Source: an optimization exercise on an open RTL-to-GDS flow (aim: small area, a short achievable clock period and few clock cycles per item). Production flows keep margins and buffers that such runs may drop.
At most, simulation tests tie the RTL to the original design; equivalence was not proved.

## hmm_viterbi_decoder
module hmm_viterbi_decoder #(
  parameter int DATA_PREC       = 16,
  parameter int HIDDEN_STATES   = 4,
  parameter int OBSERVED_STATES = 4,
  parameter int OBSERVED_LEN    = 16,
  localparam int SW = (HIDDEN_STATES > 1) ? $clog2(HIDDEN_STATES) : 1,
  localparam int OW = (OBSERVED_STATES > 1) ? $clog2(OBSERVED_STATES) : 1
) (
  input  logic                 clk,
  input  logic                 rst,
  input  logic [HIDDEN_STATES*HIDDEN_STATES*DATA_PREC-1:0]   trans,
  input  logic [HIDDEN_STATES*OBSERVED_STATES*DATA_PREC-1:0] emm,
  input  logic [HIDDEN_STATES*DATA_PREC-1:0]                 stationary_distribution,
  input  logic                 in_valid,
  output logic                 in_ready,
  input  logic [OW-1:0]        in_obs,
  output logic                 out_valid,
  input  logic                 out_ready,
  output logic [SW-1:0]        out_state,
  output logic                 out_last,
  output logic [DATA_PREC-1:0] out_prob
);
  localparam int DP = DATA_PREC;
  function automatic logic [DP-1:0] tr_at(input int i, input int k);
    tr_at = trans[(i*4 + k)*DP +: DP];
  endfunction
  typedef enum logic [1:0] {S_WAIT, S_RUN, S_OUT} state_t;
  state_t     state_q;
  logic [2:0] ph_q;
  logic [3:0] t_q;
  logic       full_q;        
  logic       cont_q;        
  logic       abort_q;       
  logic [1:0] obs_q;
  logic       in_ready_q, out_valid_q, out_last_q;
  logic       bpw_q;         
  wire run    = (state_q == S_RUN);
  wire last_f = (t_q == 4'd15);
  wire accept = in_valid & in_ready_q;
  wire out_hs = out_valid_q & out_ready;
  logic [DP-1:0] a_q, b_q, d_q, x1_q, x2_q;
  logic [2:0][DP-1:0] tr_q, p_q;
  logic [3:0][DP-1:0] m_q;
  logic [3:0][1:0]    bpc_q;
  logic [1:0]    st_q, os_q;    
  logic [14:1][3:0][1:0] bp_q;
  logic [DP-1:0] em_y;
  logic [2:0][DP-1:0] tr_y;
  mul16hi u_em (.a(a_q), .b(b_q), .y(em_y));
  mul16hi u_m0 (.a(d_q), .b(tr_q[0]), .y(tr_y[0]));
  mul16hi u_m1 (.a(x1_q), .b(tr_q[1]), .y(tr_y[1]));
  mul16hi u_m2 (.a(x2_q), .b(tr_q[2]), .y(tr_y[2]));
  wire amax = run & last_f & ~abort_q & (ph_q >= 3'd1) & (ph_q <= 3'd4);   
  logic [3:0] fen_q, ffirst_q;
  logic       s0d_q, s1p0_q, s2p1_q, s3p0_q;    
  logic [3:0][1:0]    f_idx;
  logic [3:0][DP-1:0] f_p;
  always_comb begin
    f_idx = '0;
    case (ph_q)
  ...
Size in the first run: roughly 4400 cells after synthesis, roughly 390 flip-flops, about 600 I/O pins.
Settings: LEC_CHECK=0, ABC_CLOCK_PERIOD_IN_PS=5500, CAP_MARGIN=20, CORE_MARGIN=2, CORE_UTILIZATION=40, SLEW_MARGIN=20, SYNTH_HIERARCHICAL=1; clock period 24.0 ns.
standard.sh (not shown) runs the stock make flow with config.mk's settings and CLKGATE_MAP_FILE= SYNTH_SCRIPT=/design/flow/synth_recipe.tcl, a recipe that flattens the netlist after the stock synthesis.
==> flow/flow/run.sh <==
#!/bin/bash
# Layout flow: the standard ORFS flow (standard.sh), with
#  - port buffers of the smallest plain buffer instead of the default delay buffer,
#  - repair_timing asked for extra setup slack so that the layout is sized for speed
#    (the clock and constraints are the design's; only the repair target changes).
set -euo pipefail
source flow/params.sh
bash standard.sh \
  "BUFFER_PORTS_ARGS=-buffer_cell sky130_fd_sc_hd__buf_1" \
  "SETUP_SLACK_MARGIN=${MARGIN}" \
  finish > flow_make.log 2>&1
==> flow/flow/params.sh <==
MARGIN=18.0
The first run passed the timing, DRC and antenna checks.
Change:
--- a/flow/design.v
+++ b/flow/design.v
@@ -38,15 +38,15 @@
   wire last_f = (t_q == 4'd15);
   wire accept = in_valid & in_ready_q;
   wire out_hs = out_valid_q & out_ready;
   logic [DP-1:0] a_q, b_q, d_q, x1_q, x2_q;
   logic [2:0][DP-1:0] tr_q, p_q;
   logic [3:0][DP-1:0] m_q;
   logic [3:0][1:0]    bpc_q;
-  logic [1:0]    st_q, os_q;    
+  logic [1:0]    st_q;
   logic [14:1][3:0][1:0] bp_q;
   logic [DP-1:0] em_y;
   logic [2:0][DP-1:0] tr_y;
   mul16hi u_em (.a(a_q), .b(b_q), .y(em_y));
   mul16hi u_m0 (.a(d_q), .b(tr_q[0]), .y(tr_y[0]));
   mul16hi u_m1 (.a(x1_q), .b(tr_q[1]), .y(tr_y[1]));
   mul16hi u_m2 (.a(x2_q), .b(tr_q[2]), .y(tr_y[2]));
@@ -129,15 +129,14 @@
     end else if (out_hs) begin
       if (t_q == 4'd15) st_n = bpc_q[st_q];
       else if (t_q != 4'd0) st_n = bp_q[t_q][st_q];
     end
   end
   always_ff @(posedge clk) begin
     a_q <= a_n;
-    st_q <= st_n;
     b_q <= b_byp ? b_in : emm[({jn, obs_q})*DP +: DP];
     if (run && ph_q <= 3'd3) d_q <= em_y;
     x1_q <= (ph_q <= 3'd1) ? em_y : d_q;
     if (run) begin
       case (ph_q)
         3'd0: x2_q <= em_y;
         3'd1, 3'd2, 3'd3: x2_q <= d_q;
@@ -149,15 +148,15 @@
     for (int k = 0; k < 4; k++) begin
       m_q[k]   <= (k != 0 && state_q == S_WAIT && t_q == 4'd0) ? stationary_distribution[k*DP +: DP] : fold_res[k];
       if (k != 0 || !amax) bpc_q[k] <= fold_bp[k];
     end
     if (bpw_q)
       bp_q[t_q] <= bpc_q;
   end
-  assign out_state = os_q;
+  assign out_state = st_q;
   assign out_prob  = m_q[0];
   assign out_valid = out_valid_q;
   assign out_last  = out_last_q;
   assign in_ready  = in_ready_q;
   state_t     state_d;
   logic [2:0] ph_d;
   logic [3:0] t_d;
@@ -263,29 +262,29 @@
       state_q     <= S_WAIT;
       ph_q        <= 3'd0;
       t_q         <= 4'd0;
       full_q      <= 1'b0;
       cont_q      <= 1'b0;
       abort_q     <= 1'b0;
       in_ready_q  <= 1'b0;
-      os_q        <= 2'd0;
+      st_q        <= 2'd0;
       out_valid_q <= 1'b0;
       out_last_q  <= 1'b0;
     end else begin
       fen_q       <= fen_d;
       ffirst_q    <= ffirst_d;
       {s0d_q, s1p0_q, s2p1_q, s3p0_q} <= {s0d_d, s1p0_d, s2p1_d, s3p0_d};
       bpw_q       <= bpw_d;
       state_q     <= state_d;
       ph_q        <= ph_d;
       t_q         <= t_d;
       full_q      <= full_d;
       cont_q      <= cont_d;
       abort_q     <= abort_d;
-      os_q        <= st_n;
+      st_q        <= st_n;
       in_ready_q  <= (state_q == S_OUT) ? (out_ready & (t_q == 4'd0)) : (ir_base & ~accept);
       out_valid_q <= (state_d == S_OUT);
       out_last_q  <= (state_d == S_OUT) && (t_d == 4'd0);
     end
   end
   always_ff @(posedge clk) begin
     if (accept) obs_q <= in_obs;
Sequential share of layout area is about the same.
Cell count is lower by 1.5%.
Global-route usage is higher by 0.80 points.
Worst setup slack got worse by 0.057 ns.
Clock skew is lower by 0.0087 ns.
Final area is lower by 0.81%.
Worst hold slack got worse by 0.034 ns.
Register-to-register slack improved by 0.12 ns.
Die area is lower by 0.69%.
Testbench counts after the change, summed over its fixed seeds: cycles 28,672, sequences 256.
No functional check of the RTL was part of the first run of this note.

==> afterwards: timing with drivers on the ports <==
The results above use ideal ports. As a check the final layouts listed here were re-extracted and re-timed, cells and wires unchanged.
Step 1 (the two cells are an assumption about what drives the block):
set clk [get_ports {clk}]
set_driving_cell -lib_cell sky130_fd_sc_hd__clkbuf_16 $clk
set_driving_cell -lib_cell sky130_fd_sc_hd__buf_2 [delete_from_list [all_inputs] $clk]
Step 2 times the ports against the registers' clock, not the clock port: input delays grow and output delays shrink by t, the midpoint of the rising clock arrivals with the driver on.
Slacks: ideal / step 1 / step 2; pairs: ideal / step 1.
run	shift t [ns]	slack for setup (ns)	hold slack, ns
the first run	0.716	18.009 / 17.942 / 17.399	0.538 / 0.538 / 0.538
the second run	0.683	17.952 / 17.886 / 17.412	0.504 / 0.504 / 0.504
After both steps every run listed still meets setup and hold. The setup slack of the first run, which loses most, moves by -0.067 ns with the drivers and by -0.610 ns with both steps.
